Source: an optimization exercise on an open RTL-to-GDS flow (aim: small area, a short achievable clock period and few clock cycles). Production flows keep margins and buffers that such runs may drop. RTL that was checked went through simulation tests only; none was proved equivalent to the original. No functional check of the RTL was part of runs 5 and 6. Power is estimated from default activity; no workload was simulated.

==> design.v <==
package flacmh_pkg;
  localparam int INFO_BYTES = 18;
  localparam int ADDR_W = 3;
  localparam logic [2:0] ST_OK = 3'd0;
  localparam logic [2:0] ST_BAD_MARKER = 3'd1;
  localparam logic [2:0] ST_TRUNCATED = 3'd2;
  localparam logic [2:0] ST_SKIP_EOF = 3'd3;
  localparam logic [2:0] ST_NO_INFO = 3'd4;
  localparam logic [6:0] KIND_STREAMINFO = 7'd0;
  localparam logic [6:0] KIND_SEEKTABLE = 7'd3;
  localparam logic [7:0] MARKER_0 = 8'h66;
  localparam logic [7:0] MARKER_1 = 8'h4C;
  localparam logic [7:0] MARKER_2 = 8'h61;
  localparam logic [7:0] MARKER_3 = 8'h43;
endpackage
module flacmh_div
(
  input  logic [25:0] rem,
  input  logic        bit_in,
  input  logic [25:0] divisor,
  output logic [25:0] rem_next,
  output logic        q
);
  logic [26:0] shifted;
  logic [27:0] diff;
  always_comb begin
    shifted = {rem, bit_in};
    diff = {1'b0, shifted} - {2'b0, divisor};
    q = ~diff[27];
    rem_next = q ? diff[25:0] : shifted[25:0];
  end
endmodule
import flacmh_pkg::*;
module flac_metadata_header_parser
(
  input  logic              clk,
  input  logic              rst,
  input  logic              psel,
  input  logic              penable,
  input  logic              pwrite,
  input  logic [ADDR_W-1:0] paddr,
  input  logic [31:0]       pwdata,
  output logic [31:0]       prdata,
  output logic              pready,
  input  logic              in_valid,
  output logic              in_stall,
  input  logic [7:0]        data_byte,
  input  logic              end_of_file,
  input  logic              restart,
  output logic              out_valid,
  input  logic              out_stall,
  output logic [2:0]        status,
  output logic [19:0]       sample_rate,
  output logic [3:0]        channel_count,
  output logic [5:0]        bits_per_sample,
  output logic [15:0]       min_block_size,
  output logic [15:0]       max_block_size,
  output logic [23:0]       min_frame_size,
  output logic [23:0]       max_frame_size,
  output logic [31:0]       total_samples,
  output logic [31:0]       metadata_length,
  output logic [31:0]       bitrate_kbps
);
  localparam logic [1:0] PH_MARKER = 2'd0;
  localparam logic [1:0] PH_HEADER = 2'd1;
  localparam logic [1:0] PH_BODY = 2'd2;
  localparam logic [1:0] PH_DONE = 2'd3;
  localparam logic [1:0] DV_IDLE = 2'd0;
  localparam logic [1:0] DV_DIV1 = 2'd1;
  localparam logic [1:0] DV_DIV2 = 2'd2;
  logic [31:0] file_size;
  logic [1:0]  phase;
  logic [1:0]  idx;           
  logic [23:0] cnt;           
  logic        blk_last;
  logic        blk_info;
  logic        seen;
  logic [31:0] meta;
  logic [4:0]  capn;          
  logic [7:0]  info [INFO_BYTES];
  logic        meta_upd;      
  logic        cmp_gt;        
  logic        cmp_eq;        
  logic        room_le0;
  logic        room_big;
  logic        pend;          
  logic [2:0]  pstat;
  logic [1:0]  dstate;
  logic [4:0]  step;
  logic [25:0] rem;
  logic [6:0]  rem125;
  logic [25:0] secs;
  logic        big;
  logic        secs_ok;
  logic [25:0] quo;
  logic        bit_q;         
  logic        abit_q;        
  logic        kz;            
  assign pready = 1'b1;
  assign prdata = paddr[2] ? 32'd0 : file_size;
  logic ok_p;
  logic snap_free;
  logic handoff;
  logic acc;
  assign ok_p = (pstat == ST_OK);
  assign snap_free = !out_valid && (dstate != DV_DIV2);
  assign handoff = pend && snap_free && !meta_upd && (!ok_p || secs_ok);
  assign in_stall = pend && !handoff;
  assign acc = in_valid && !in_stall;
  logic [7:0]  marker_exp;
  always_comb begin
    unique case (idx)
      2'd0: marker_exp = MARKER_0;
      2'd1: marker_exp = MARKER_1;
      2'd2: marker_exp = MARKER_2;
      default: marker_exp = MARKER_3;
    endcase
  end
  logic [23:0] len;
  logic [6:0]  kind;
  logic        k_info;
  logic        k_skip;
  logic        len_zero;
  logic [33:0] room;
  logic        past_eof;
  always_comb begin
    len = {cnt[15:0], data_byte};
    kind = cnt[22:16];
    k_info = (kind == KIND_STREAMINFO);
    k_skip = !k_info && (kind != KIND_SEEKTABLE);
    len_zero = (cnt[15:0] == 16'd0) && (data_byte == 8'd0);
    room = {2'b0, file_size} - {2'b0, meta} - 34'd4;
    past_eof = room_le0 || (!room_big && (cmp_gt || (cmp_eq && data_byte >= room[7:0])));
  end
  logic [1:0]  phase_n;
  logic [1:0]  idx_n;
  logic [23:0] cnt_n;
  logic        last_n;
  logic        binfo_n;
  logic        seen_n;
  logic        meta_set;
  logic        hdr_end;
  logic        hdr_b1;
  logic        hdr_b2;
  logic [4:0]  capn_n;
  logic        cap_we;
  logic        info_hdr;
  logic        end_go;
  logic [2:0]  end_st;
  logic        fin;
  always_comb begin
    phase_n = phase;
    idx_n = idx;
    cnt_n = cnt;
    last_n = blk_last;
    binfo_n = blk_info;
    seen_n = seen;
    meta_set = 1'b0;
    hdr_end = 1'b0;
    hdr_b1 = 1'b0;
    hdr_b2 = 1'b0;
    capn_n = capn;
    cap_we = 1'b0;
    info_hdr = 1'b0;
    end_go = 1'b0;
    end_st = ST_OK;
    fin = 1'b0;
    if (acc) begin
      if (restart) begin
        phase_n = PH_MARKER;
        idx_n = 2'd0;
        seen_n = 1'b0;
        capn_n = 5'd0;
      end else if (phase != PH_DONE) begin
        if (end_of_file) begin
          end_go = 1'b1;
          end_st = ST_TRUNCATED;
        end else begin
          unique case (phase)
            PH_MARKER: begin
              idx_n = idx + 2'd1;
              if (data_byte != marker_exp) begin
                end_go = 1'b1;
                end_st = ST_BAD_MARKER;
              end else if (idx == 2'd3) begin
                meta_set = 1'b1;
                phase_n = PH_HEADER;
              end
            end
            PH_HEADER: begin
              idx_n = idx + 2'd1;
              cnt_n = {cnt[15:0], data_byte};
              hdr_b1 = (idx == 2'd1);
              hdr_b2 = (idx == 2'd2);
              if (idx == 2'd3) begin
                hdr_end = 1'b1;
                last_n = cnt[23];
                binfo_n = k_info;
                if (k_info && len_zero) begin
                  end_go = 1'b1;
                  end_st = ST_TRUNCATED;
                end else if (k_skip && past_eof) begin
                  end_go = 1'b1;
                  end_st = ST_SKIP_EOF;
                end else begin
                  if (k_info) begin
                    info_hdr = 1'b1;
                    seen_n = 1'b1;
                    capn_n = 5'd0;
                  end
                  if (len_zero) begin
                    fin = cnt[23];
                  end else begin
                    phase_n = PH_BODY;
                  end
                end
              end
            end
            PH_BODY: begin
              cnt_n = cnt - 24'd1;
              if (blk_info && capn != 5'(INFO_BYTES)) begin
                cap_we = 1'b1;
                capn_n = capn + 5'd1;
              end
              if (cnt == 24'd1) begin
                if (blk_last) begin
                  fin = 1'b1;
                end else begin
                  phase_n = PH_HEADER;
                end
              end
            end
            default: begin
            end
          endcase
        end
      end
    end
    if (fin) begin
      end_go = 1'b1;
      end_st = seen ? ST_OK : ST_NO_INFO;
    end
    if (end_go) begin
      phase_n = PH_DONE;
      if (end_st != ST_OK) begin
        capn_n = 5'd0;
      end
    end
  end
  logic [7:0] sv [INFO_BYTES];
  always_comb begin
    for (int i = 0; i < INFO_BYTES; i++) begin
      sv[i] = (capn > 5'(i)) ? info[i] : 8'd0;
    end
  end
  logic [19:0] f_rate;
  logic [31:0] f_total;
  assign f_rate = {sv[10], sv[11], sv[12][7:4]};
  assign f_total = {sv[14], sv[15], sv[16], sv[17]};
  logic        kill;
  logic        info_done;
  logic        d1_go;
  logic        d1_last;
  logic        d2_last;
  logic [32:0] dsub;
  logic        d2_go;
  logic        short1;
  assign kill = acc && (restart || info_hdr);
  assign info_done = !(phase == PH_BODY && blk_info && capn != 5'(INFO_BYTES));
  assign d1_go = (dstate == DV_IDLE) && seen && !secs_ok && info_done && !kill;
  assign d1_last = (dstate == DV_DIV1) && (step == 5'd31);
  assign d2_last = (dstate == DV_DIV2) && (step == 5'd0);
  assign dsub = {1'b0, file_size} - {1'b0, meta};
  assign d2_go = handoff && ok_p;
  assign short1 = (f_rate[19:16] != 4'd0) || (f_total[31:16] < f_rate[15:0]);
  logic [7:0]  t125;
  logic        a_bit;
  logic [6:0]  rem125_n;
  logic [25:0] s_div;
  logic [25:0] rem_n;
  logic        q_bit;
  always_comb begin
    t125 = {rem125, quo[25]};
    a_bit = (t125 >= 8'd125);
    rem125_n = a_bit ? 7'(t125 - 8'd125) : t125[6:0];
    s_div = (dstate == DV_DIV1) ? {6'd0, f_rate} : secs;
  end
  flacmh_div u_div (
    .rem      (rem),
    .bit_in   ((dstate == DV_DIV1) ? bit_q : abit_q),
    .divisor  (s_div),
    .rem_next (rem_n),
    .q        (q_bit)
  );
  always_ff @(posedge clk) begin
    if (rst) begin
      file_size <= '0;
      phase <= PH_MARKER;
      idx <= '0;
      seen <= 1'b0;
      pend <= 1'b0;
      meta_upd <= 1'b0;
      dstate <= DV_IDLE;
      secs_ok <= 1'b0;
      out_valid <= 1'b0;
    end else begin
      if (psel && penable && pwrite && !paddr[2]) begin
        file_size <= pwdata;
      end
      phase <= phase_n;
      idx <= idx_n;
      seen <= seen_n;
      meta_upd <= hdr_end;
      if (end_go) begin
        pend <= 1'b1;
      end else if (handoff) begin
        pend <= 1'b0;
      end
      unique case (dstate)
        DV_IDLE: begin
          if (d2_go) begin
            dstate <= DV_DIV2;
          end else if (d1_go) begin
            dstate <= DV_DIV1;
          end
        end
        DV_DIV1: begin
          if (kill || d1_last) begin
            dstate <= DV_IDLE;
          end
        end
        default: begin
          if (d2_last) begin
            dstate <= DV_IDLE;
          end
        end
      endcase
      if (kill) begin
        secs_ok <= 1'b0;
      end else if (d1_last) begin
        secs_ok <= 1'b1;
      end
      if (handoff && !ok_p) begin
        out_valid <= 1'b1;
      end else if (d2_last) begin
        out_valid <= 1'b1;
      end else if (!out_stall) begin
        out_valid <= 1'b0;
      end
    end
  end
  always_ff @(posedge clk) begin
    cnt <= cnt_n;
    blk_last <= last_n;
    blk_info <= binfo_n;
    if (rst) begin
      capn <= 5'd0;
    end else begin
      capn <= capn_n;
    end
    if (meta_set) begin
      meta <= 32'd4;
    end else if (meta_upd) begin
      meta <= meta + {8'd0, cnt} + 32'd4;
    end
    if (hdr_b1) begin
      cmp_gt <= (data_byte > room[23:16]);
      cmp_eq <= (data_byte == room[23:16]);
    end else if (hdr_b2) begin
      cmp_gt <= cmp_gt || (cmp_eq && data_byte > room[15:8]);
      cmp_eq <= cmp_eq && (data_byte == room[15:8]);
    end
    room_le0 <= room[33] || (room == 34'd0);
    room_big <= !room[33] && (room[32:24] != 9'd0);
    if (end_go) begin
      pstat <= end_st;
    end
    for (int i = 0; i < INFO_BYTES; i++) begin
      if (cap_we && capn == 5'(i)) begin
        info[i] <= data_byte;
      end
    end
    if (dstate == DV_IDLE) begin
      abit_q <= 1'b0;
      bit_q <= short1 ? f_total[15] : f_total[25];
      if (d2_go) begin
        step <= 5'd26;
        rem <= '0;
      end else if (short1) begin
        step <= 5'd14;
        rem <= {10'd0, f_total[31:16]};
      end else begin
        step <= 5'd24;
        rem <= {20'd0, f_total[31:26]};
      end
      if (d2_go) begin
        rem125 <= dsub[31:26];
        quo <= dsub[25:0];
        kz <= dsub[32] || big || (secs == 26'd0);
      end
      if (d1_go) begin
        if (short1) begin
          secs <= '0;
        end
        big <= !short1 && (f_rate[19:6] == 14'd0) && (f_total[31:26] >= f_rate[5:0]);
      end
    end else begin
      step <= step - 5'd1;
      rem <= rem_n;
      if (dstate == DV_DIV1) begin
        bit_q <= f_total[step];
        secs <= {secs[24:0], q_bit};
      end else begin
        abit_q <= a_bit;
        rem125 <= rem125_n;
        quo <= {quo[24:0], q_bit && !kz};
      end
    end
    if (handoff && !ok_p) begin
      quo <= '0;
    end
    if (handoff) begin
      status <= pstat;
      sample_rate <= f_rate;
      min_block_size <= {sv[0], sv[1]};
      max_block_size <= {sv[2], sv[3]};
      min_frame_size <= {sv[4], sv[5], sv[6]};
      max_frame_size <= {sv[7], sv[8], sv[9]};
      total_samples <= f_total;
      if (ok_p) begin
        channel_count <= {1'b0, sv[12][3:1]} + 4'd1;
        bits_per_sample <= {1'b0, sv[12][0], sv[13][7:4]} + 6'd1;
        metadata_length <= meta;
      end else begin
        channel_count <= '0;
        bits_per_sample <= '0;
        metadata_length <= '0;
      end
    end
  end
  assign bitrate_kbps = {6'd0, quo};
endmodule
==> flow/run.sh <==
#!/bin/bash
set -uo pipefail
export BUFFER_PORTS_ARGS="-buffer_cell sky130_fd_sc_hd__buf_1"
bash standard.sh SETUP_SLACK_MARGIN=4.5 finish > make.log 2>&1
==> standard.sh <==
#!/bin/bash
# synth_recipe.tcl (not shown) runs the flow's synth.tcl, then flattens the netlist and writes it again
# the make line also repeats each setting of config.mk as NAME=value (left out here)
make -C /OpenROAD-flow-scripts/flow DESIGN_CONFIG=/design/flow/config.mk WORK_HOME=/design/flow/orfs CLKGATE_MAP_FILE= SYNTH_SCRIPT=/design/flow/synth_recipe.tcl "${@:-finish}"
==> config.mk <==
export PLATFORM = sky130hd
export DESIGN_NAME = flac_metadata_header_parser
export DESIGN_NICKNAME = flac_metadata_header_parser
export VERILOG_FILES = /design/flow/design.v
export SDC_FILE = /design/flow/constraint.sdc
export NUM_CORES = 4
export LEC_CHECK = 0
export CAP_MARGIN = 20
export CORE_MARGIN = 2
export CORE_UTILIZATION = 40
export SLEW_MARGIN = 20
==> constraint.sdc <==
create_clock -name core_clock -period 10.0 [get_ports {clk}]
set_input_delay 2.0000 -clock core_clock [delete_from_list [all_inputs] [get_ports {clk}]]
set_output_delay 2.0000 -clock core_clock [all_outputs]
set_load 0.01 [all_outputs]
==> results of run 1 <==
per-layer routing:
| layer | routed length, um | track usage | share of wire |
|---|---|---|---|
| met3 | 4130 | 0.0309 | 0.053 |
| met2 | 37000 | 0.356 | 0.48 |
| met4 | 1960 | 0.0624 | 0.025 |
| met5 | 0 | 0 | 0 |
| met1 | 34500 | 0.283 | 0.44 |
state kept, by name, indices dropped and copies added (netlist names), 16 cells and up:
signal	count
cnt	24
file_size	32
info	140
max_block_size	16
max_frame_size	24
meta	32
metadata_length	32
min_block_size	16
min_frame_size	24
quo	26
rem	26
sample_rate	20
secs	26
total_samples	32
kinds of logic after synthesis:
logic type | Yosys count
and+or+nand+nor | 972
AOI/OAI and AO/OA | 552
DFF | 524
buffers and inverters | 222
adders and majority gates | 181
xor gates and xnor gates | 112
muxes | 66
other | 2
Yosys cell counts (all sizes together) (56+ instances only):
library cell | n | share of area
edfxtp | 384 | 0.42
nor2 | 245 | 0.033
nand2 | 239 | 0.032
a21oi | 196 | 0.036
ha | 178 | 0.080
dfxtp | 140 | 0.10
and2 | 127 | 0.029
inv | 121 | 0.016
o21ai | 99 | 0.018
nor2b | 91 | 0.021
xnor2 | 81 | 0.026
clkbuf | 77 | 0.010
mux2i | 56 | 0.020
cell type report:
class / count / area [um^2]
Fill cell: 6315 / 36800
Sequential cell: 524 / 14300
Multi-Input combinational cell: 1890 / 12600
Clock buffer: 77 / 1550
Timing Repair Buffer: 314 / 1310
Tap cell: 931 / 1160
Inverter: 124 / 474
Clock inverter: 30 / 399
Antenna cell: 1 / 2.50
cells in the final DEF (no fill, tap or decap), types with 24 or more instances in the layout:
| master | count |
|---|---|
| buf_4 | 27 |
| nor4_1 | 29 |
| dfxtp_1 | 137 |
| nor3_1 | 46 |
| o21ai_0 | 92 |
| nand2_1 | 239 |
| nand2b_1 | 27 |
| xnor2_1 | 81 |
| nor2_1 | 243 |
| buf_1 | 284 |
| nand4_1 | 25 |
| o21a_1 | 29 |
| a21oi_1 | 195 |
| nand3_1 | 47 |
| mux2i_1 | 56 |
| a211oi_1 | 24 |
| o211ai_1 | 24 |
| edfxtp_1 | 384 |
| a21o_1 | 41 |
| xor2_1 | 31 |
| nor2b_1 | 91 |
| inv_1 | 120 |
| clkbuf_16 | 57 |
| and2_1 | 123 |
| ha_1 | 178 |
| and3_1 | 25 |
where the power goes:
part	internal, W	total (W)	switching (W)	leakage, nW
Sequential	0.00240	0.00243	0.0000295	4.66
Clock	0.00128	0.00219	0.000910	0.931
Combinational	0.0000996	0.000321	0.000221	6.45
Total	0.00377	0.00493	0.00116	12.0
stage by stage:
step                      power (W)  area (um^2)  cells  hold slack (ns)   util
after floorplan             0.00267        27700   2636            0.436      -
after global placement      0.00278        29800   3782            0.449  0.434
after detailed placement    0.00279        29800   3782            0.450  0.434
after CTS                   0.00497        31700   3889            0.446  0.463
after global routing        0.00510        31800   3890            0.464  0.464
final                       0.00493        31800   3891            0.457  0.464
worst register-to-register path, delay by kind of cell, from the launching register on:
family | cells | cell delay (ns)
simple gates | 6 | 1.44
flops | 1 | 0.31
xor+xnor | 1 | 0.20
fa+ha+maj | 3 | 0.97
buf+inv | 2 | 0.28
compound gates | 8 | 1.70
final timing paths:
| kind | start | end |
|---|---|---|
| min | pstat[0]$_DFFE_PP_ | status[0]$_DFFE_PP_ |
| min reg2reg | pstat[0]$_DFFE_PP_ | status[0]$_DFFE_PP_ |
| max reg2reg | file_size[0]$_SDFFE_PP0P_ | cmp_gt$_DFFE_PP_ |
| max | data_byte[0] | capn[2]$_SDFF_PP0_ |
==> results.json, run 1 <==
{
  "critical_path_arrival_ns": 5.80,
  "total_leakage_power_nw": 12.0,
  "setup_viol": 0,
  "final_nets": 3144,
  "cts_resized": 3,
  "grt_pass1_wl_um": 118000,
  "wl_um": 77600,
  "wl_per_cell_um": 19.9,
  "synth_compound_area_frac": 0.129,
  "rsz0062_at_grt": "false",
  "avgViaCountPerCell": 5.41,
  "clockRootBuffer": "clkbuf_16",
  "rr_worst_depth": 20,
  "synth_ff_type": "edfxtp_1",
  "synth_seq_cells": 524,
  "min_period_ns": 5.27,
  "critical_path_buf_inv_count": 3,
  "async_reset_ff_frac": 0,
  "drive_above_1_share": 0.0608,
  "synthAdderAreaFrac": 0.0827,
  "start_kind": "primary input",
  "fin_crit_sh": 0.527,
  "area_growth_pct": 14.9,
  "avgSynthCellArea_um2": 10.5,
  "grt_max_degree": 110,
  "synth-simple-area-share": 0.176,
  "clock-sinks": 524,
  "grt_usage": 0.212,
  "drc": 0,
  "cp.required_ns": 10.53,
  "whs_path_depth": 0,
  "die_area_mm2": 0.0713,
  "path_max_fanout": 21,
  "cp_num_cells": 15,
  "slowest_delay_ns": 0.66,
  "status": "timing/DRC/antenna clean",
  "synth.area.mux_share": 0.0264,
  "grt_pass1_vias": 20600,
  "rows": 96,
  "crit_chain": "buf_1 -> buf_4 -> inv_1 -> ha_1 -> nand2b_1 -> a21o_1 -> a21o_1 -> a21o_1 -> a21o_1 -> a2111oi_1 -> o211ai_1 -> a21o_1 -> a211oi_2 -> a21oi_1 -> nor4_1",
  "first_pass_iters": 6,
  "grt_overflow": 0,
  "finalHoldViolCount": 0,
  "synth-xor-area-share": 0.0354,
  "gp_congestion": 0.911,
  "fin_setup_tns_ns": 0,
  "ys_seq_area_frac": 0.518,
  "rrSetupSlack_ns": 4.85,
  "ant_nets": 0,
  "slew_viol_final": 0,
  "core_region_area_mm2": 0.0686,
  "preCtsSetupSlack_ns": 3.92,
  "synth_edf_count": 384,
  "post_cts_buffers": 0,
  "syn-cell-area_mm2": 0.0277,
  "cts_tree": "yes",
  "clk_latency_ns": 0.64,
  "fin_ws_ns": 4.73,
  "cpMaxStageDelayCell": "a2111oi_1",
  "synth-warning-count": 4,
  "path_common_cell": "a21o_1",
  "critPathTopFamily": "compound AO/OA/AOI/OAI gates",
  "die_w_um": 267,
  "finClkSkew_ns": 0.0392,
  "fp.dieH_um": 267,
  "clock_path_buffers": 3,
  "crit_path_end_kind": "flop",
  "initial_core_util": 0.403,
  "synthDistinctLibCells": 96,
  "powerDensity_mw_per_mm2": 155,
  "cts.clk_slew.worst_paths_ns": 0.06,
  "hold_path_class": "reg2reg",
  "cts.htree.levels": 2,
  "fmax_mhz": 190,
  "antenna_found_initial": 2,
  "detailed_place_hpwl_um": 55600,
  "peakVddDrop_v": 0.000110,
  "synthCells": 2631,
  "max_slew.worst_pin.slew_ns": 1.06,
  "io_pins": 296,
  "cts_buffers": 57,
  "maxSlewHeadroom": 0.291,
  "hold_buffers": 0,
  "cap_viol_max_count": 0,
  "vias": 21100,
  "drt_iter0_drc": 1739,
  "criticalPathCategory": "in2reg",
  "io_buffers": 286,
  "synth_top_family_by_area": "simple AND/OR/NAND/NOR gates"
}
Testbench counts, summed over its fixed seeds: cycles 37,000.
==> run 2: changes to the inputs <==
==> flow/run.sh (replaced) <==
#!/bin/bash
set -uo pipefail
export BUFFER_PORTS_ARGS="-buffer_cell sky130_fd_sc_hd__buf_1"
bash standard.sh SETUP_SLACK_MARGIN=5 finish > make.log 2>&1
==> run 2 against run 1 <==
Still clean on timing, DRC and antenna; combinational power is 1% higher; critical path depth increased by 7; synthesized cell count is the same; sequential share of layout area fell by 0.23 points; count of clock-buffer cells in the layout decreased by 6; core utilization rose by 0.25 points; non-clock buffer count grew 5; clock power is essentially flat; global-route usage grew 0.14 points; largest cell class unchanged.
==> results.json, run 2 <==
{
  "status": "timing/DRC/antenna clean",
  "ys_seq_area_frac": 0.518,
  "initial_core_util": 0.403,
  "detailed_place_hpwl_um": 55700,
  "layout.cells.most_common_list": "384 x edfxtp_1, 284 x buf_1, 242 x nor2_1",
  "vias": 21100,
  "synth.most_common_cell": "edfxtp_1",
  "rsz0062_at_grt": "true",
  "r2r_start": "meta[4]$_SDFFE_PP0P_",
  "synth-warning-count": 4,
  "peakVddDrop_v": 0.000104,
  "grt_pass1_vias": 20600,
  "min_period_ns": 4.83,
  "largest-register": "info",
  "clockRootBuffer": "clkbuf_16",
  "grt_overflow": 0,
  "grt_max_degree": 82,
  "yosysTopAreaCellShare": 0.417,
  "synth_seq_cells": 524,
  "synth_ff_type": "edfxtp_1",
  "switching_power_w": 0.00118,
  "synth-simple-area-share": 0.176,
  "io_buffers": 286,
  "wl_um": 77600,
  "fmax_mhz": 207,
  "cts.clk_slew.worst_paths_ns": 0.06,
  "final_nets": 3149,
  "cap_viol_max_count": 0,
  "core_region_area_mm2": 0.0686,
  "maxSlewHeadroom": 0.266,
  "slew_viol_final": 0,
  "hold_path_class": "reg2reg",
  "avgViaCountPerCell": 5.42,
  "fin_ws_ns": 5.17,
  "synth_compound_area_frac": 0.129,
  "setup.worst_path.start": "meta[4]$_SDFFE_PP0P_",
  "hold_buffers": 0,
  "grt_busiest_layer": "met2",
  "largest_register_ffs": 140,
  "crit_path_end_kind": "flop",
  "path_max_fanout": 10,
  "async_reset_ff_frac": 0,
  "fin_crit_sh": 0.483,
  "synthAdderAreaFrac": 0.0827,
  "synth_edf_count": 384,
  "switching_share": 0.238,
  "clk_latency_ns": 0.65,
  "max_slew.worst_pin.slew_ns": 1.10,
  "fin_setup_tns_ns": 0,
  "synth.area.mux_share": 0.0264,
  "preCtsSetupSlack_ns": 3.88,
  "setup_viol": 0,
  "wl_per_cell_um": 19.9,
  "criticalPathCategory": "reg2reg",
  "clock_path_buffers": 3,
  "synth_top_family_by_area": "simple AND/OR/NAND/NOR gates",
  "met2_usage": 0.363,
  "critical_path_arrival_ns": 5.19,
  "cts_tree": "yes",
  "cts.htree.levels": 2,
  "start_kind": "flop",
  "syn-cell-area_mm2": 0.0277,
  "cts_buffers": 57,
  "antenna_found_initial": 0,
  "total_power_w": 0.00494,
  "area_growth_pct": 15.5,
  "gp_congestion": 0.886,
  "synthTopCellsByArea": "edfxtp_1 42%, dfxtp_1 10%, ha_1 8.0%, a21oi_1 3.5%, nor2_1 3.3%",
  "seq_power_share": 0.492,
  "total_leakage_power_nw": 12.1,
  "synthCells": 2631,
  "drc": 0,
  "io_pins": 296,
  "die_area_mm2": 0.0713,
  "cp.required_ns": 10.36,
  "met3_usage": 0.0328,
  "intPower_w": 0.00376,
  "layout_commonest_cell": "edfxtp_1",
  "clkPwrFrac": 0.442,
  "power_frac_comb": 0.066,
  "met1_usage": 0.281,
  "rows": 96,
  "die_w_um": 267,
  "grt_usage": 0.213,
  "synth_commonest_cells": "384 x edfxtp_1, 245 x nor2_1, 239 x nand2_1",
  "synth_top_cell_by_area": "edfxtp_1",
  "finalHoldViolCount": 0,
  "synthDistinctLibCells": 96,
  "drt_iter0_drc": 1816,
  "powerDensity_mw_per_mm2": 154,
  "finClkSkew_ns": 0.0439,
  "drive_above_1_share": 0.0681,
  "grt_pass1_wl_um": 118000,
  "hold_start": "rem[21]$_SDFF_PP0_",
  "synth-xor-area-share": 0.0354,
  "first_pass_iters": 5,
  "clock-sinks": 524,
  "fp.dieH_um": 267,
  "avgSynthCellArea_um2": 10.5,
  "ant_nets": 0
}
run 2: cell counts after synthesis:
Identical to the previous run, type by type.
run 2: path summary, 6_finish.rpt:
path | endpoint | slack [ns] | cells past startpoint
setup / recovery | cmp_gt$_DFFE_PP_ | 5.17 | 22
hold / removal | rem[22]$_SDFF_PP0_ | 0.48 | 2
setup reg to reg | cmp_gt$_DFFE_PP_ | 5.17 | 22
hold reg to reg | rem[22]$_SDFF_PP0_ | 0.48 | 2
run 2: kinds of logic after synthesis:
group                      count (synthesis)
and+or+nand+nor                          972
AOI/OAI and AO/OA                        552
DFF                                      524
buffers and inverters                    222
adders and majority gates                181
xor gates and xnor gates                 112
muxes                                     66
other                                      2
run 2: repair_timing:
action	4_1_cts	5_1_grt
setup endpoints to repair	40	110
setup buffers	2	1
pin swaps	1	5
gates resized for setup	21	22
gates cloned	0	0
run 2: metal layers:
metal  part of all wire  wire length, um
met5                  0                0
met1               0.44            33900
met2               0.47            36700
met4              0.027             2100
met3              0.063             4880
run 2: worst max-delay path: stages, from the launching register on:
cell       delay [ns]
dfxtp_1          0.36
inv_1            0.10
ha_1             0.42
a21oi_1          0.24
nand2_1          0.12
o21a_1           0.19
or3_1            0.43
a2111oi_4        0.45
o2111ai_1        0.25
nor3_2           0.25
xor2_1           0.25
ha_1             0.28
nor2b_1          0.13
o21ai_0          0.13
nand2b_1         0.07
a21oi_1          0.13
nor2b_1          0.06
o21ai_0          0.16
nand2b_1         0.07
a21oi_1          0.15
nor2b_1          0.06
o22ai_1          0.15
o21ai_0          0.09
run 2: power groups by stage:
stage | registers, W | logic (W) | clock network (W)
after global placement | 0.00247 | 0.000310 | 0
final | 0.00243 | 0.000325 | 0.00218
after CTS | 0.00243 | 0.000324 | 0.00223
after detailed placement | 0.00248 | 0.000318 | 0
after floorplan | 0.00250 | 0.000171 | 0
after global routing | 0.00243 | 0.000359 | 0.00231
run 2: per-stage QoR:
| stage | cells | util | hold slack (ns) | area (um^2) |
|---|---|---|---|---|
| 2_1_floorplan | 2636 | - | 0.436 | 27700 |
| 3_3_place_gp | 3785 | 0.434 | 0.451 | 29800 |
| 3_5_place_dp | 3785 | 0.434 | 0.463 | 29800 |
| 4_1_cts | 3895 | 0.465 | 0.476 | 31900 |
| 5_1_grt | 3896 | 0.466 | 0.494 | 32000 |
| 6_report | 3898 | 0.466 | 0.476 | 32000 |
run 2: layout make-up:
cell class                 instances  area, um^2
antenna                            2        5.00
clock buffer                      71        1540
clock inverter                    37         428
fill                            6335       36600
inverter                         124         474
multi-input combinational       1890       12700
sequential                       524       14300
tap                              931        1160
timing repair buffer             319        1330
==> run 3: changes to the inputs <==
--- a/design.v
+++ b/design.v
@@ -80,8 +80,6 @@
   logic [7:0]  info [INFO_BYTES];
   logic        meta_upd;      
-  logic        cmp_gt;        
-  logic        cmp_eq;        
-  logic        room_le0;
-  logic        room_big;
+  logic        blk_chk;       
+  logic        clr_done;      
   logic        pend;          
   logic [2:0]  pstat;
@@ -105,6 +103,6 @@
   assign ok_p = (pstat == ST_OK);
   assign snap_free = !out_valid && (dstate != DV_DIV2);
-  assign handoff = pend && snap_free && !meta_upd && (!ok_p || secs_ok);
-  assign in_stall = pend && !handoff;
+  assign handoff = pend && snap_free && !meta_upd && (ok_p ? secs_ok : clr_done);
+  assign in_stall = (pend && !handoff) || (meta_upd && blk_chk && blk_last && (cnt == 24'd0));
   assign acc = in_valid && !in_stall;
   logic [7:0]  marker_exp;
@@ -122,6 +120,9 @@
   logic        k_skip;
   logic        len_zero;
-  logic [33:0] room;
-  logic        past_eof;
+  logic [32:0] meta_new;
+  logic        chk;
+  logic        skip_now;
+  logic        zfin;
+  logic        end2;
   always_comb begin
     len = {cnt[15:0], data_byte};
@@ -130,6 +131,9 @@
     k_skip = !k_info && (kind != KIND_SEEKTABLE);
     len_zero = (cnt[15:0] == 16'd0) && (data_byte == 8'd0);
-    room = {2'b0, file_size} - {2'b0, meta} - 34'd4;
-    past_eof = room_le0 || (!room_big && (cmp_gt || (cmp_eq && data_byte >= room[7:0])));
+    meta_new = {1'b0, meta} + {9'd0, cnt} + 33'd4;
+    chk = meta_upd && blk_chk;
+    skip_now = chk && (meta_new >= {1'b0, file_size});
+    zfin = chk && blk_last && (cnt == 24'd0);
+    end2 = skip_now || zfin;
   end
   logic [1:0]  phase_n;
@@ -137,10 +141,9 @@
   logic [23:0] cnt_n;
   logic        last_n;
+  logic        chk_n;
   logic        binfo_n;
   logic        seen_n;
   logic        meta_set;
   logic        hdr_end;
-  logic        hdr_b1;
-  logic        hdr_b2;
   logic [4:0]  capn_n;
   logic        cap_we;
@@ -154,10 +157,9 @@
     cnt_n = cnt;
     last_n = blk_last;
+    chk_n = blk_chk;
     binfo_n = blk_info;
     seen_n = seen;
     meta_set = 1'b0;
     hdr_end = 1'b0;
-    hdr_b1 = 1'b0;
-    hdr_b2 = 1'b0;
     capn_n = capn;
     cap_we = 1'b0;
@@ -171,5 +173,4 @@
         idx_n = 2'd0;
         seen_n = 1'b0;
-        capn_n = 5'd0;
       end else if (phase != PH_DONE) begin
         if (end_of_file) begin
@@ -191,16 +192,12 @@
               idx_n = idx + 2'd1;
               cnt_n = {cnt[15:0], data_byte};
-              hdr_b1 = (idx == 2'd1);
-              hdr_b2 = (idx == 2'd2);
               if (idx == 2'd3) begin
                 hdr_end = 1'b1;
                 last_n = cnt[23];
                 binfo_n = k_info;
+                chk_n = k_skip;
                 if (k_info && len_zero) begin
                   end_go = 1'b1;
                   end_st = ST_TRUNCATED;
-                end else if (k_skip && past_eof) begin
-                  end_go = 1'b1;
-                  end_st = ST_SKIP_EOF;
                 end else begin
                   if (k_info) begin
@@ -210,5 +207,5 @@
                   end
                   if (len_zero) begin
-                    fin = cnt[23];
+                    fin = cnt[23] && !k_skip;
                   end else begin
                     phase_n = PH_BODY;
@@ -237,19 +234,24 @@
       end
     end
-    if (fin) begin
+    if (fin || zfin) begin
       end_go = 1'b1;
       end_st = seen ? ST_OK : ST_NO_INFO;
     end
+    if (skip_now) begin
+      end_go = 1'b1;
+      end_st = ST_SKIP_EOF;
+    end
     if (end_go) begin
-      phase_n = PH_DONE;
-      if (end_st != ST_OK) begin
-        capn_n = 5'd0;
-      end
+      phase_n = (end2 && acc && restart) ? PH_MARKER : PH_DONE;
     end
   end
+  logic       info_clr;
+  logic [7:0] info_d;
   logic [7:0] sv [INFO_BYTES];
+  assign info_clr = info_hdr || (pend && !ok_p);
+  assign info_d = info_clr ? 8'd0 : data_byte;
   always_comb begin
     for (int i = 0; i < INFO_BYTES; i++) begin
-      sv[i] = (capn > 5'(i)) ? info[i] : 8'd0;
+      sv[i] = info[i];
     end
   end
@@ -354,29 +356,18 @@
     blk_last <= last_n;
     blk_info <= binfo_n;
-    if (rst) begin
-      capn <= 5'd0;
-    end else begin
-      capn <= capn_n;
-    end
+    capn <= capn_n;
+    blk_chk <= chk_n;
+    clr_done <= pend && !ok_p;
     if (meta_set) begin
       meta <= 32'd4;
     end else if (meta_upd) begin
-      meta <= meta + {8'd0, cnt} + 32'd4;
-    end
-    if (hdr_b1) begin
-      cmp_gt <= (data_byte > room[23:16]);
-      cmp_eq <= (data_byte == room[23:16]);
-    end else if (hdr_b2) begin
-      cmp_gt <= cmp_gt || (cmp_eq && data_byte > room[15:8]);
-      cmp_eq <= cmp_eq && (data_byte == room[15:8]);
+      meta <= meta_new[31:0];
     end
-    room_le0 <= room[33] || (room == 34'd0);
-    room_big <= !room[33] && (room[32:24] != 9'd0);
     if (end_go) begin
       pstat <= end_st;
     end
     for (int i = 0; i < INFO_BYTES; i++) begin
-      if (cap_we && capn == 5'(i)) begin
-        info[i] <= data_byte;
+      if (info_clr || (cap_we && capn == 5'(i))) begin
+        info[i] <= info_d;
       end
     end
==> flow/run.sh (replaced) <==
#!/bin/bash
set -uo pipefail
export BUFFER_PORTS_ARGS="-buffer_cell sky130_fd_sc_hd__buf_1"
bash standard.sh SETUP_SLACK_MARGIN=5.5 finish > make.log 2>&1
==> run 3 against run 2 <==
Sequential power is 2% higher; cell count shrank 9.3%; still clean; worst hold slack got worse by 0.10 ns; highest routed layer is now met5; critical path type is now reg2out; via count fell by 10%; sequential share of layout area rose by 1.5 points; synthesized cell count down 12%; routed wire length is 7.5% lower; die area fell by 6.5%; global-route usage fell by 0.61 points; critical endpoint is now in_stall.
==> results.json, run 3 <==
{
  "wirelength_met1_um": 30500,
  "num_antenna_cells": 0,
  "first_pass_iters": 6,
  "grt_overflow": 0,
  "switching_share": 0.241,
  "power_frac_comb": 0.077,
  "synth_top_family_by_area": "simple AND/OR/NAND/NOR gates",
  "initial_core_util": 0.403,
  "setup_viol": 0,
  "finClkSkew_ns": 0.0515,
  "synth_edf_count": 388,
  "seq_power_share": 0.499,
  "wl_met2_um": 35100,
  "max_slew.worst_pin.slew_ns": 1.14,
  "die_area_mm2": 0.0667,
  "async_reset_ff_frac": 0,
  "synth_ff_type": "edfxtp_1",
  "clockRootBuffer": "clkbuf_16",
  "grt_pass1_vias": 18300,
  "synth_top_cell_by_area": "edfxtp_1",
  "postPlaceCellArea_mm2": 0.0279,
  "r2r_start": "cnt[5]$_DFFE_PP_",
  "synth.area.mux_share": 0.0364,
  "rows": 93,
  "total_leakage_power_nw": 11.6,
  "ys_seq_area_frac": 0.554,
  "layout.cells.most_common_list": "388 x edfxtp_1, 251 x buf_1, 219 x nand2_1",
  "synth-xor-area-share": 0.0352,
  "setup.worst_path.start": "cnt[1]$_DFFE_PP_",
  "clock_path_buffers": 3,
  "synthCells": 2306,
  "whs_ns": 0.375,
  "dr.max_layer_used": "met5",
  "min_period_ns": 4.59,
  "fp.dieH_um": 258,
  "fin_crit_sh": 0.459,
  "antenna_found_initial": 2,
  "cts.clk_slew.worst_paths_ns": 0.06,
  "cts_buffers": 55,
  "gp_congestion": 0.915,
  "ant_nets": 0,
  "fin_setup_tns_ns": 0,
  "core_region_area_mm2": 0.0642,
  "clk_latency_ns": 0.65,
  "wl_um": 71800,
  "cts_tree": "yes",
  "critical_path_arrival_ns": 2.59,
  "avgViaCountPerCell": 5.36,
  "crit_path_end_kind": "output port",
  "synth-warning-count": 4,
  "intPower_w": 0.00379,
  "yosysTopAreaCellShare": 0.451,
  "clock-sinks": 522,
  "stdcell_area_mm2": 0.0309,
  "drt_iter0_drc": 1302,
  "cts.htree.levels": 2,
  "grt_pass1_wl_um": 107000,
  "final-seq-area_mm2": 0.0143,
  "switching_power_w": 0.00120,
  "wl_per_cell_um": 20.3,
  "synth_seq_cells": 522,
  "largest-register": "info",
  "hold_path_class": "reg2reg",
  "syn-cell-area_mm2": 0.0259,
  "synth_compound_area_frac": 0.116,
  "drc": 0,
  "synth_commonest_cells": "388 x edfxtp_1, 222 x nand2_1, 222 x nor2_1",
  "cap_viol_max_count": 0,
  "drive_above_1_share": 0.116,
  "powerDensity_mw_per_mm2": 161,
  "slew_viol_final": 0,
  "met3_length_um": 4010,
  "area_growth_pct": 19.7,
  "fillers": 5817,
  "final_nets": 2873,
  "hold_start": "info[3][7]$_DFFE_PP_",
  "io_pins": 296,
  "layout_commonest_cell": "edfxtp_1",
  "rsz0062_at_grt": "true",
  "peakVddDrop_v": 0.000152,
  "multi_input_area_mm2": 0.0112,
  "criticalPathCategory": "reg2out",
  "finalHoldViolCount": 0,
  "largest_register_ffs": 140,
  "cp.required_ns": 8.00,
  "vias": 18900,
  "synth-simple-area-share": 0.133,
  "grt_usage": 0.207,
  "synthAdderAreaFrac": 0.0909,
  "synth.most_common_cell": "edfxtp_1",
  "path_max_fanout": 2,
  "start_kind": "flop",
  "detailed_place_hpwl_um": 50700,
  "grt_max_degree": 80,
  "maxSlewHeadroom": 0.239,
  "die_w_um": 258,
  "status": "timing/DRC/antenna clean",
  "fmax_mhz": 218,
  "clkPwrFrac": 0.423,
  "avgSynthCellArea_um2": 11.2,
  "synthTopCellsByArea": "edfxtp_1 45%, dfxtp_1 10%, ha_1 8.9%, nand2_1 3.2%, nor2_1 3.2%",
  "synthDistinctLibCells": 83,
  "io_buffers": 286
}
## run 3: changes by cell type in the layout (fill, tap and decap cells not counted), sizes merged, moves of 11 or more
cell | previous run | this run
nor2b | 91 | 22
nand2 | 239 | 223
o211ai | 26 | 8
a211oi | 29 | 11
and2 | 127 | 43
a21oi | 196 | 158
nor2 | 245 | 223
buf | 318 | 347
inv | 121 | 136
mux2i | 56 | 67
o21ai | 99 | 85
## run 3: critical path, cell delays in order, from the launching register on
cell	delay, ns
edfxtp_1	0.43
buf_6	0.15
buf_6	0.11
inv_4	0.05
ha_4	0.12
or3b_4	0.40
nor4_4	0.35
nand2_1	0.14
nand2_2	0.14
buf_6	0.12
## run 3: power groups by stage
stage	Clock (W)	Sequential [W]	Combinational (W)
2_1_floorplan	0	0.00253	0.000215
3_3_place_gp	0	0.00254	0.000346
3_5_place_dp	0	0.00254	0.000355
4_1_cts	0.00215	0.00249	0.000375
5_1_grt	0.00223	0.00250	0.000424
6_report	0.00211	0.00249	0.000385
## run 3: metal layers
| metal | track usage | vias to the layer above |
|---|---|---|
| met4 | 0.0689 | 2 |
| met5 | 0 | - |
| met2 | 0.354 | 594 |
| li1 | - | 9026 |
| met3 | 0.0300 | 130 |
| met1 | 0.271 | 9194 |
## run 3: layout make-up
cell class	count	share of cell area
Sequential cell	522	0.464
Inverter	137	0.0170
Multi-Input combinational cell	1570	0.362
Clock inverter	36	0.0143
Clock buffer	66	0.0465
Timing Repair Buffer	349	0.0619
Tap cell	855	0.0346
## run 3: through the flow
step | util | worst slack (ns) | std cells | total power (W)
floorplan | - | 4.69 | 2311 | 0.00275
global placement | 0.434 | 4.52 | 3388 | 0.00288
detailed placement | 0.434 | 4.47 | 3388 | 0.00289
CTS | 0.473 | 5.46 | 3516 | 0.00502
global route | 0.482 | 5.29 | 3535 | 0.00516
finish | 0.482 | 5.41 | 3535 | 0.00499
## run 3: final timing paths
path	cells past startpoint	to	slack (ns)
worst max-delay path	9	in_stall	5.41
worst min-delay path	0	max_block_size[7]$_DFFE_PP_	0.38
worst max register to register	19	pstat[0]$_SDFFCE_PP1P_	5.53
worst min register to register	0	max_block_size[7]$_DFFE_PP_	0.38
## run 3: repair_timing
action,4_1_cts,5_1_grt
hold buffers,0,0
resized for setup,121,86
setup endpoints to repair,65,51
gates cloned,4,1
setup buffers,22,18
pin swaps,20,32
## run 3: cell families after synthesis
| group | after synthesis |
|---|---|
| mux | 81 |
| other cells | 2 |
| xor+xnor | 104 |
| compound gates | 464 |
| buf+inv | 219 |
| flops | 522 |
| simple gates | 728 |
| fa+ha+maj | 186 |
Testbench counts of run 3, summed over its fixed seeds: cycles 37,000.
==> run 4: changes to the inputs <==
==> flow/run.sh (replaced) <==
#!/bin/bash
set -uo pipefail
export BUFFER_PORTS_ARGS="-buffer_cell sky130_fd_sc_hd__buf_1"
bash standard.sh SETUP_SLACK_MARGIN=5 finish > make.log 2>&1
==> run 4 against run 3 <==
Design area fell by 2.8%; still clean on timing, DRC and antenna; combinational power is 6.5% lower; cell count shrank 0.79%; synthesized cell count stayed put; largest cell class unchanged; critical path type unchanged; count of clock-buffer cells in the layout increased by 5; non-clock buffer count decreased by 32; flip-flop and latch count did not move; worst setup slack worse by 0.25 ns; register-to-register slack worse by 0.35 ns; sequential share of layout area up 1.3 points; critical endpoint unchanged; die area did not move; clock skew rose by 0.0045 ns.
==> results.json, run 4 <==
{
  "initial_core_util": 0.403,
  "grt_usage": 0.206,
  "powerDensity_mw_per_mm2": 167,
  "critical_path_buf_inv_count": 3,
  "core_region_area_mm2": 0.0642,
  "fp.dieH_um": 258,
  "finClkSkew_ns": 0.0560,
  "drt_iter0_drc": 1334,
  "fin_setup_tns_ns": 0,
  "max_slew.worst_pin.slew_ns": 1.11,
  "ant_nets": 0,
  "io_pins": 296,
  "syn-cell-area_mm2": 0.0259,
  "met3_usage": 0.0312,
  "synthTopCellsByArea": "edfxtp_1 45%, dfxtp_1 10%, ha_1 8.9%, nand2_1 3.2%, nor2_1 3.2%",
  "avgSynthCellArea_um2": 11.2,
  "synth-warning-count": 4,
  "die_area_mm2": 0.0667,
  "rr_worst_depth": 22,
  "met2_usage": 0.351,
  "num_antenna_cells": 0,
  "clk_latency_ns": 0.65,
  "path_common_cell": "nand2_1",
  "area_growth_pct": 16.3,
  "first_pass_iters": 5,
  "finalHoldViolCount": 0,
  "grt_pass1_vias": 18200,
  "cap_viol_max_count": 0,
  "wl_um": 70700,
  "path_max_fanout": 6,
  "power_frac_comb": 0.072,
  "grt_max_degree": 81,
  "status": "timing/DRC/antenna clean",
  "synthDistinctLibCells": 83,
  "min_period_ns": 4.84,
  "maxSlewHeadroom": 0.259,
  "timing.rr.end": "pstat[0]$_SDFFCE_PP1P_",
  "cts_buffers": 56,
  "hold_start": "info[0][6]$_DFFE_PP_",
  "critical_path_arrival_ns": 2.84,
  "cts_tree": "yes",
  "hold_path_class": "reg2reg",
  "synth.most_common_cell": "edfxtp_1",
  "clkPwrFrac": 0.433,
  "grt_pass1_wl_um": 107000,
  "avgViaCountPerCell": 5.33,
  "final_nets": 2842,
  "slew_viol_final": 0,
  "detailed_place_hpwl_um": 51200,
  "ys_seq_area_frac": 0.554,
  "fmax_mhz": 207,
  "grt_busiest_layer": "met2",
  "seq_power_share": 0.496,
  "crit_chain": "buf_4 -> inv_1 -> ha_1 -> or3b_1 -> nor4_4 -> nand2_1 -> nand2_1 -> buf_1",
  "gp_congestion": 0.920,
  "criticalPathCategory": "reg2out",
  "clock_path_buffers": 3,
  "yosysTopAreaCellShare": 0.451,
  "setup.worst_path.start": "cnt[1]$_DFFE_PP_",
  "rsz0062_at_grt": "true",
  "die_w_um": 258,
  "r2r_start": "meta[2]$_SDFFE_PP1P_",
  "drive_above_1_share": 0.0701,
  "synth_seq_cells": 522,
  "rrSetupSlack_ns": 5.18,
  "final-seq-area_mm2": 0.0143,
  "multi_input_area_mm2": 0.0109,
  "cts.clk_slew.worst_paths_ns": 0.06,
  "setup_viol": 0,
  "largest_register_ffs": 140,
  "total_leakage_power_nw": 11.3,
  "vias": 18700,
  "cts.htree.levels": 2,
  "cp.required_ns": 8.00,
  "drc": 0,
  "peakVddDrop_v": 0.000141,
  "fillers": 5987,
  "critPathTopFamily": "simple AND/OR/NAND/NOR gates",
  "cpMaxStageDelayCell": "or3b_1",
  "hold_buffers": 0,
  "grt_overflow": 0,
  "switching_power_w": 0.00120,
  "async_reset_ff_frac": 0,
  "cp_num_cells": 8,
  "switching_share": 0.239,
  "layout_commonest_cell": "edfxtp_1",
  "total_power_w": 0.00503,
  "synth_edf_count": 388,
  "intPower_w": 0.00383,
  "start_kind": "flop",
  "synth_commonest_cells": "388 x edfxtp_1, 222 x nand2_1, 222 x nor2_1",
  "fin_crit_sh": 0.484,
  "rows": 93,
  "slowest_delay_ns": 0.50,
  "largest-register": "info",
  "io_buffers": 286,
  "met1_usage": 0.269,
  "crit_end": "in_stall",
  "synthCells": 2306,
  "layout.cells.most_common_list": "388 x edfxtp_1, 285 x buf_1, 222 x nand2_1",
  "clockRootBuffer": "clkbuf_16",
  "wl_per_cell_um": 20.2,
  "crit_path_end_kind": "output port",
  "antenna_found_initial": 1,
  "synth_ff_type": "edfxtp_1",
  "synth_top_cell_by_area": "edfxtp_1",
  "clock-sinks": 522
}
run 4: metal layers:
metal	vias to the layer above	wire (um)
met5	-	0
met4	0	2300
met3	122	3750
met2	564	34100
met1	9046	30500
li1	8974	-
run 4: power by group through the flow:
| stage | sequential (W) | clock (W) | combinational, W |
|---|---|---|---|
| floorplan | 0.00253 | 0 | 0.000214 |
| global placement | 0.00253 | 0 | 0.000345 |
| detailed placement | 0.00254 | 0 | 0.000354 |
| CTS | 0.00249 | 0.00222 | 0.000358 |
| global route | 0.00250 | 0.00230 | 0.000399 |
| finish | 0.00249 | 0.00217 | 0.000360 |
run 4: cell type report:
| cell class | count | area share |
|---|---|---|
| tap | 855 | 0.0356 |
| clock inverter | 35 | 0.0147 |
| sequential | 522 | 0.477 |
| multi-input combinational | 1570 | 0.361 |
| clock buffer | 71 | 0.0505 |
| timing repair buffer | 317 | 0.0435 |
| inverter | 137 | 0.0174 |
run 4: logic make-up after synthesis:
kind of cell | share of synthesized area
buffers and inverters | 0.0331
XOR/XNOR | 0.0352
other | 0.000290
multiplexers | 0.0364
adder cells (fa/ha/maj) | 0.0909
AND/OR/NAND/NOR | 0.133
AO/OA/AOI/OAI | 0.116
flip-flops | 0.554
run 4: timing repair:
action,in CTS,in global routing
buffers inserted,4,8
pin swaps,2,6
resized for setup,7,24
endpoints found under the setup margin,22,29
run 4: worst min path at each step:
stage                                              end  cells past startpoint  slack, ns
after detailed placement  max_frame_size[12]$_DFFE_PP_                      0       0.40
after global routing       max_block_size[2]$_DFFE_PP_                      0       0.42
after CTS                  min_frame_size[7]$_DFFE_PP_                      0       0.41
after floorplan            max_block_size[0]$_DFFE_PP_                      0       0.40
after global placement     max_frame_size[8]$_DFFE_PP_                      0       0.40
final                     min_block_size[14]$_DFFE_PP_                      0       0.41
run 4: per-stage QoR:
stage	utilization	cell area (um^2)	hold slack [ns]	worst slack (ns)	cells
global placement	0.434	27900	0.401	4.58	3389
floorplan	-	25900	0.400	4.69	2311
global route	0.468	30100	0.419	4.96	3507
finish	0.468	30100	0.412	5.16	3507
CTS	0.465	29900	0.410	5.00	3499
detailed placement	0.434	27900	0.405	4.51	3389
==> run 5: changes to the inputs <==
--- a/design.v
+++ b/design.v
@@ -92,5 +92,4 @@
   logic        secs_ok;
   logic [25:0] quo;
-  logic        bit_q;         
   logic        abit_q;        
   logic        kz;            
@@ -290,5 +289,5 @@
   flacmh_div u_div (
     .rem      (rem),
-    .bit_in   ((dstate == DV_DIV1) ? bit_q : abit_q),
+    .bit_in   ((dstate == DV_DIV1) ? secs[25] : abit_q),
     .divisor  (s_div),
     .rem_next (rem_n),
@@ -374,5 +373,4 @@
     if (dstate == DV_IDLE) begin
       abit_q <= 1'b0;
-      bit_q <= short1 ? f_total[15] : f_total[25];
       if (d2_go) begin
         step <= 5'd26;
@@ -391,7 +389,5 @@
       end
       if (d1_go) begin
-        if (short1) begin
-          secs <= '0;
-        end
+        secs <= short1 ? {f_total[15:0], 10'd0} : f_total[25:0];
         big <= !short1 && (f_rate[19:6] == 14'd0) && (f_total[31:26] >= f_rate[5:0]);
       end
@@ -400,5 +396,4 @@
       rem <= rem_n;
       if (dstate == DV_DIV1) begin
-        bit_q <= f_total[step];
         secs <= {secs[24:0], q_bit};
       end else begin
==> flow/run.sh (replaced) <==
#!/bin/bash
set -uo pipefail
export BUFFER_PORTS_ARGS="-buffer_cell sky130_fd_sc_hd__buf_1"
bash standard.sh SETUP_SLACK_MARGIN=5.5 finish > make.log 2>&1
--- a/config.mk
+++ b/config.mk
@@ -9,3 +9,4 @@
 export CORE_MARGIN = 2
 export CORE_UTILIZATION = 40
+export CTS_BUF_LIST = sky130_fd_sc_hd__clkbuf_4
 export SLEW_MARGIN = 20
==> run 5 against run 4 <==
Worst setup slack better by 0.12 ns; clock skew up 0.029 ns; die area down 0.34%; cell count up 6.0%; largest cell class unchanged; largest power group unchanged.
==> results.json, run 5 <==
{
  "setup.worst_path.start": "cnt[0]$_DFFE_PP_",
  "wirelength_met1_um": 32200,
  "avgViaCountPerCell": 5.41,
  "slew_viol_final": 0,
  "ys_seq_area_frac": 0.555,
  "die_area_mm2": 0.0665,
  "rsz0062_at_grt": "true",
  "clk_latency_ns": 1.02,
  "total_leakage_power_nw": 11.9,
  "finalHoldViolCount": 0,
  "io_pins": 296,
  "wl_um": 77800,
  "synth_edf_count": 387,
  "cp.required_ns": 8.00,
  "grt_pass1_wl_um": 118000,
  "whs_path_depth": 0,
  "grt_pass1_vias": 20000,
  "switching_share": 0.270,
  "grt_max_degree": 88,
  "wl_per_cell_um": 20.9,
  "crit_path_end_kind": "output port",
  "met3_length_um": 5050,
  "core_region_area_mm2": 0.0641,
  "finClkSkew_ns": 0.0848,
  "slowest_delay_ns": 0.47,
  "preCtsSetupSlack_ns": 4.28,
  "critical_path_buf_inv_count": 3,
  "r2r_start": "cnt[1]$_DFFE_PP_",
  "synth_top_cell_by_area": "edfxtp_1",
  "final_nets": 2986,
  "drt_iter0_drc": 1376,
  "yosysTopAreaCellShare": 0.451,
  "die_w_um": 258,
  "switching_power_w": 0.00130,
  "drc": 0,
  "setup_viol": 0,
  "vias": 20100,
  "cts_tree": "yes",
  "drive_above_1_share": 0.156,
  "power_frac_comb": 0.086,
  "start_kind": "flop",
  "rrSetupSlack_ns": 5.29,
  "grt_overflow": 0,
  "wl_met2_um": 37900,
  "peakVddDrop_v": 0.0000932,
  "rr_worst_depth": 20,
  "ant_nets": 0,
  "synthTopCellsByArea": "edfxtp_1 45%, dfxtp_1 10%, ha_1 8.9%, nor2_1 3.5%, a21oi_1 3.2%",
  "clkPwrFrac": 0.401,
  "seq_power_share": 0.513,
  "clock_path_buffers": 3,
  "io_buffers": 286,
  "critPathTopFamily": "simple AND/OR/NAND/NOR gates",
  "cts.htree.levels": 4,
  "timing.rr.end": "pstat[1]$_SDFFCE_PP1P_",
  "intPower_w": 0.00353,
  "first_pass_iters": 5,
  "critical_path_arrival_ns": 2.72,
  "initial_core_util": 0.402,
  "async_reset_ff_frac": 0,
  "fin_crit_sh": 0.472,
  "gp_congestion": 0.947,
  "fin_ws_ns": 5.28,
  "fp.dieH_um": 258,
  "cp_num_cells": 8,
  "cts.clk_slew.worst_paths_ns": 0.07,
  "syn-cell-area_mm2": 0.0258,
  "maxSlewHeadroom": 0.257,
  "synth_ff_type": "edfxtp_1",
  "fin_setup_tns_ns": 0,
  "clock-sinks": 521,
  "synth_seq_cells": 521,
  "grt_usage": 0.231,
  "min_period_ns": 4.72,
  "layout_commonest_cell": "edfxtp_1",
  "largest-register": "info",
  "status": "timing/DRC/antenna clean",
  "hold_path_class": "reg2reg",
  "clockRootBuffer": "clkbuf_4",
  "layout.cells.most_common_list": "387 x edfxtp_1, 251 x buf_1, 210 x nor2_1",
  "crit_end": "in_stall",
  "synthCells": 2338,
  "max_slew.worst_pin.slew_ns": 1.11,
  "synthDistinctLibCells": 83,
  "cpMaxStageDelayCell": "edfxtp_1",
  "criticalPathCategory": "reg2out",
  "synth_commonest_cells": "387 x edfxtp_1, 243 x nor2_1, 201 x nand2_1",
  "cts_buffers": 141,
  "avgSynthCellArea_um2": 11.0,
  "powerDensity_mw_per_mm2": 157,
  "area_growth_pct": 19.9,
  "crit_chain": "buf_4 -> inv_2 -> ha_4 -> or3b_4 -> nor2_4 -> nand4_1 -> nand2_4 -> buf_6",
  "synth-warning-count": 4,
  "stdcell_area_mm2": 0.0309,
  "synth.most_common_cell": "edfxtp_1",
  "cap_viol_max_count": 0,
  "total_power_w": 0.00484,
  "detailed_place_hpwl_um": 54500,
  "postPlaceCellArea_mm2": 0.0277,
  "fmax_mhz": 212,
  "antenna_found_initial": 2,
  "path_max_fanout": 4,
  "largest_register_ffs": 140,
  "dr.max_layer_used": "met4",
  "rows": 93
}
-- run 5: cell count changes after synthesis, moves of 8 or more --
cell      change
and2_1       -11
o21a_1       -13
a21o_1        +8
o211ai_1      +8
a211oi_1      +9
a211o_1       +8
nand4_1      +10
o31ai_1      +11
nand2_1      -21
a31oi_1      +10
mux4_2       -10
nor2_1       +21
a311oi_1      -8
o21ai_0      +17
-- run 5: kinds of logic (layout without fill, tap and decap cells) --
kind of cell             Yosys count  after routing  synth area share
flip-flops                       521            521             0.555
XOR/XNOR                         103            103            0.0350
AND/OR/NAND/NOR                  716            716             0.129
buffers and inverters            223            739            0.0341
other                              2             10          0.000291
multiplexers                      74             74            0.0290
adder cells (fa/ha/maj)          186            186            0.0912
AO/OA/AOI/OAI                    513            513             0.127
-- run 5: worst min-delay path by stage --
stage	start	to	slack, ns
6_report	info[6][3]$_DFFE_PP_	min_frame_size[3]$_DFFE_PP_	0.39
3_5_place_dp	info[8][2]$_DFFE_PP_	max_frame_size[10]$_DFFE_PP_	0.40
4_1_cts	info[6][4]$_DFFE_PP_	min_frame_size[4]$_DFFE_PP_	0.39
2_1_floorplan	info[3][0]$_DFFE_PP_	max_block_size[0]$_DFFE_PP_	0.40
3_3_place_gp	info[2][7]$_DFFE_PP_	max_block_size[15]$_DFFE_PP_	0.40
5_1_grt	info[2][1]$_DFFE_PP_	max_block_size[9]$_DFFE_PP_	0.40
-- run 5: worst register-to-register path, stage by stage, from the launching register on --
cell and delay, ns:
edfxtp_1 0.41, ha_1 0.35, ha_4 0.18, fa_2 0.33, a21o_1 0.20, a21oi_2 0.18
o21ai_2 0.10, a31oi_4 0.22, o2111ai_2 0.17, nand4_1 0.18, a31oi_4 0.12, o21ai_2 0.21
xnor2_2 0.11, ha_1 0.31, nand4_1 0.11, or2_4 0.28, a211o_1 0.24, o21ai_2 0.17
a41o_4 0.27, a31oi_4 0.14, inv_2 0.13
-- run 5: layer usage --
metal	vias up	global-route usage
met4	0	0.0946
met3	154	0.0451
met2	735	0.391
met1	9774	0.289
met5	-	0
li1	9450	-
-- run 5: cell type report --
| cell class | count | area [um^2] |
|---|---|---|
| Antenna cell | 3 | 7.51 |
| Clock buffer | 203 | 1520 |
| Clock inverter | 51 | 314 |
| Fill cell | 5889 | 33200 |
| Inverter | 134 | 509 |
| Multi-Input combinational cell | 1599 | 11200 |
| Sequential cell | 521 | 14300 |
| Tap cell | 855 | 1070 |
| Timing Repair Buffer | 351 | 1950 |
-- run 5: timing repair --
| action | 4_1_cts | 5_1_grt |
|---|---|---|
| gates resized for setup | 161 | 55 |
| pin swaps | 28 | 24 |
| endpoints found under the setup margin | 70 | 69 |
| setup buffers | 32 | 10 |
| gates cloned | 5 | 0 |
| hold buffers | 0 | 0 |
-- run 5: power by group through the flow --
stage	Sequential, W	Combinational, W	Clock, W
after global routing	0.00249	0.000459	0.00210
after floorplan	0.00251	0.000232	0
after detailed placement	0.00253	0.000373	0
after global placement	0.00252	0.000365	0
final	0.00248	0.000416	0.00194
after CTS	0.00248	0.000406	0.00199
-- run 5: per-stage QoR --
stage | util | std cells | hold slack, ns
floorplan | - | 2343 | 0.400
global placement | 0.433 | 3413 | 0.401
detailed placement | 0.433 | 3413 | 0.405
CTS | 0.476 | 3704 | 0.391
global route | 0.482 | 3717 | 0.399
finish | 0.482 | 3717 | 0.393
==> run 6: changes to the inputs <==
--- a/config.mk
+++ b/config.mk
@@ -9,4 +9,5 @@
 export CORE_MARGIN = 2
 export CORE_UTILIZATION = 40
-export CTS_BUF_LIST = sky130_fd_sc_hd__clkbuf_4
+export CTS_BUF_LIST = sky130_fd_sc_hd__clkbuf_8
+export CTS_CLUSTER_SIZE = 30
 export SLEW_MARGIN = 20
==> run 6 against run 5 <==
Count of clock-buffer cells in the layout shrank 104; register-to-register slack improved by 0.12 ns; synthesized area did not move; critical endpoint is now pstat[2]$_SDFFCE_PP0P_; critical path type is now reg2reg; first-iteration DRC count grew 8.1%; sequential share of layout area is essentially flat; core utilization is essentially flat; sequential power is essentially flat; clock skew shrank 0.033 ns; non-clock buffer count is 5 higher.
==> results.json, run 6 <==
{
  "status": "timing/DRC/antenna clean",
  "synth.most_common_cell": "edfxtp_1",
  "cts_tree": "yes",
  "clk_latency_ns": 0.71,
  "detailed_place_hpwl_um": 54500,
  "critical_path_buf_inv_count": 2,
  "drive_above_1_share": 0.127,
  "min_period_ns": 4.59,
  "hold_start": "info[9][4]$_DFFE_PP_",
  "finalHoldViolCount": 0,
  "wl_met2_um": 37500,
  "antenna_found_initial": 1,
  "io_buffers": 286,
  "ys_seq_area_frac": 0.555,
  "syn-cell-area_mm2": 0.0258,
  "wl_um": 77000,
  "critical_path_arrival_ns": 5.00,
  "grt_usage": 0.226,
  "fmax_mhz": 218,
  "fin_setup_tns_ns": 0,
  "fp.dieH_um": 258,
  "crit_path_end_kind": "flop",
  "cp_num_cells": 20,
  "cp.required_ns": 10.41,
  "r2r_start": "cnt[1]$_DFFE_PP_",
  "wirelength_met1_um": 32300,
  "initial_core_util": 0.402,
  "maxSlewHeadroom": 0.259,
  "slew_viol_final": 0,
  "layout_commonest_cell": "edfxtp_1",
  "fin_crit_sh": 0.459,
  "synthCells": 2338,
  "whs_ns": 0.407,
  "drt_iter0_drc": 1488,
  "rsz0062_at_grt": "true",
  "rrSetupSlack_ns": 5.41,
  "cts.clk_slew.worst_paths_ns": 0.06,
  "clock-sinks": 521,
  "peakVddDrop_v": 0.0000938,
  "hold_path_end": "max_frame_size[4]$_DFFE_PP_",
  "vias": 19600,
  "powerDensity_mw_per_mm2": 157,
  "largest-register": "info",
  "timing.rr.end": "pstat[2]$_SDFFCE_PP0P_",
  "first_pass_iters": 7,
  "ant_nets": 0,
  "hold_path_class": "reg2reg",
  "die_area_mm2": 0.0665,
  "synth-warning-count": 4,
  "avgSynthCellArea_um2": 11.0,
  "io_pins": 296,
  "avgViaCountPerCell": 5.41,
  "synth_edf_count": 387,
  "largest_register_ffs": 140,
  "whs_path_depth": 0,
  "layout.cells.most_common_list": "387 x edfxtp_1, 251 x buf_1, 210 x nor2_1",
  "synth_commonest_cells": "387 x edfxtp_1, 243 x nor2_1, 201 x nand2_1",
  "synthTopCellsByArea": "edfxtp_1 45%, dfxtp_1 10%, ha_1 8.9%, nor2_1 3.5%, a21oi_1 3.2%",
  "final_nets": 2939,
  "core_region_area_mm2": 0.0641,
  "slowest_delay_ns": 0.45,
  "rr_worst_depth": 20,
  "drc": 0,
  "synth_ff_type": "edfxtp_1",
  "criticalPathCategory": "reg2reg",
  "yosysTopAreaCellShare": 0.451,
  "hold_buffers": 0,
  "wl_per_cell_um": 21.2,
  "async_reset_ff_frac": 0,
  "dp.cells": 3413,
  "dr.max_layer_used": "met4",
  "clockRootBuffer": "clkbuf_8",
  "met3_length_um": 4930,
  "die_w_um": 258,
  "total_leakage_power_nw": 11.9,
  "setup_viol": 0,
  "gp_congestion": 0.947,
  "crit_chain": "ha_4 -> ha_4 -> fa_2 -> a21o_1 -> a21oi_2 -> o21ai_2 -> a31oi_4 -> o2111ai_2 -> buf_4 -> nand3_1 -> nand4_1 -> and2_4 -> ha_1 -> nand4_1 -> or2_4 -> a211o_1 -> o21ai_2 -> a41o_4 -> a31oi_4 -> inv_2",
  "grt_pass1_wl_um": 116000,
  "critPathTopFamily": "compound AO/OA/AOI/OAI gates",
  "clock_path_buffers": 3,
  "rows": 93,
  "synth_seq_cells": 521,
  "area_growth_pct": 20.0,
  "layout.cells.non_filler": 3628,
  "synthDistinctLibCells": 83,
  "start_kind": "flop",
  "grt_overflow": 0,
  "path_max_fanout": 4,
  "grt_max_degree": 88,
  "finClkSkew_ns": 0.0515,
  "grt_pass1_vias": 19400,
  "cap_viol_max_count": 0,
  "cts.htree.levels": 3,
  "synth_top_cell_by_area": "edfxtp_1",
  "cts_buffers": 89,
  "max_slew.worst_pin.slew_ns": 1.11,
  "cpMaxStageDelayCell": "edfxtp_1"
}
==> run 6: cell counts after synthesis <==
Identical to the previous run, type by type.
==> run 6: layer usage <==
metal / GRT usage / vias up
li1: - / 9262
met1: 0.290 / 9555
met2: 0.386 / 664
met3: 0.0400 / 141
met4: 0.0768 / 0
met5: 0 / -
==> run 6: cells by family (layout without fill, tap and decap cells) <==
logic type | count (synthesis) | in the layout | synth area share
AOI/OAI and AO/OA | 513 | 513 | 0.127
xor gates and xnor gates | 103 | 103 | 0.0350
adders and majority gates | 186 | 186 | 0.0912
buffers and inverters | 223 | 652 | 0.0341
DFF | 521 | 521 | 0.555
muxes | 74 | 74 | 0.0290
other | 2 | 8 | 0.000291
and+or+nand+nor | 716 | 716 | 0.129
==> run 6: cell type report <==
type | count | area, um^2
multi-input combinational | 1599 | 11300
antenna | 1 | 2.50
clock inverter | 63 | 423
tap | 855 | 1070
fill | 5840 | 33200
clock buffer | 99 | 1360
inverter | 134 | 509
timing repair buffer | 356 | 1980
sequential | 521 | 14300
==> run 6: how the worst max path moves through the flow <==
stage	start	end	slack (ns)
floorplan	paddr[2]	prdata[10]	5.43
CTS	cnt[1]$_DFFE_PP_	pstat[2]$_SDFFCE_PP0P_	5.28
finish	cnt[1]$_DFFE_PP_	pstat[2]$_SDFFCE_PP0P_	5.41
detailed placement	cnt[2]$_DFFE_PP_	pstat[2]$_SDFFCE_PP0P_	4.28
global route	cnt[1]$_DFFE_PP_	pstat[2]$_SDFFCE_PP0P_	5.19
global placement	cnt[2]$_DFFE_PP_	pstat[0]$_SDFFCE_PP1P_	4.34
==> run 6: stage by stage <==
step,setup WS (ns),area (um^2),utilization,power (W)
5_1_grt,5.19,30900,0.482,0.00503
3_5_place_dp,4.28,27700,0.433,0.00290
4_1_cts,5.28,30300,0.473,0.00487
3_3_place_gp,4.34,27700,0.433,0.00289
6_report,5.41,30900,0.482,0.00484
2_1_floorplan,5.43,25800,-,0.00274
==> run 6: timing repair <==
item	in CTS	in global routing
endpoints found under the setup margin	70	66
pin swaps	25	36
gates resized for setup	148	72
cloned	5	0
setup buffers	20	27
==> run 6: power by group <==
part / leakage [nW] / internal, W / switching (W)
Sequential: 4.61 / 0.00242 / 0.0000648
Clock: 1.02 / 0.00101 / 0.000933
Combinational: 6.26 / 0.000151 / 0.000267
Total: 11.9 / 0.00358 / 0.00126

## port drivers added, routing unchanged
No port has a modelled driver above. Below, the same layouts with a new extraction and two added sets of constraints.
Step 1 assumes that a clkbuf_16 drives the clock port and a buf_2 every other input.
Step 2 times the ports against the registers' clock, not the clock port: input delays grow and output delays shrink by t, the midpoint of the rising clock arrivals with the driver on.
a / b / c = ideal ports / drivers / drivers and shift; a / b = the first two.
run | shift t [ns] | setup WS [ns] | worst setup path at the end | worst register clock-pin slew, ns
run 1 | 0.683 | 4.733 / 4.745 / 4.077 | input to register | 0.07 / 0.07
run 2 | 0.689 | 5.169 / 5.169 / 4.542 | input to register | 0.07 / 0.07
run 3 | 0.688 | 5.409 / 5.346 / 5.089 | input to register | 0.07 / 0.07
run 4 | 0.680 | 5.158 / 5.099 / 5.091 | input to register | 0.07 / 0.07
run 5 | 1.033 | 5.282 / 5.223 / 4.977 | input to register | 0.08 / 0.08
run 6 | 0.748 | 5.406 / 5.363 / 5.009 | input to register | 0.07 / 0.07
After both steps setup and hold are still met in every run listed. The setup slack of run 1, which loses most, moves by +0.012 ns with the drivers and by -0.656 ns with both steps.
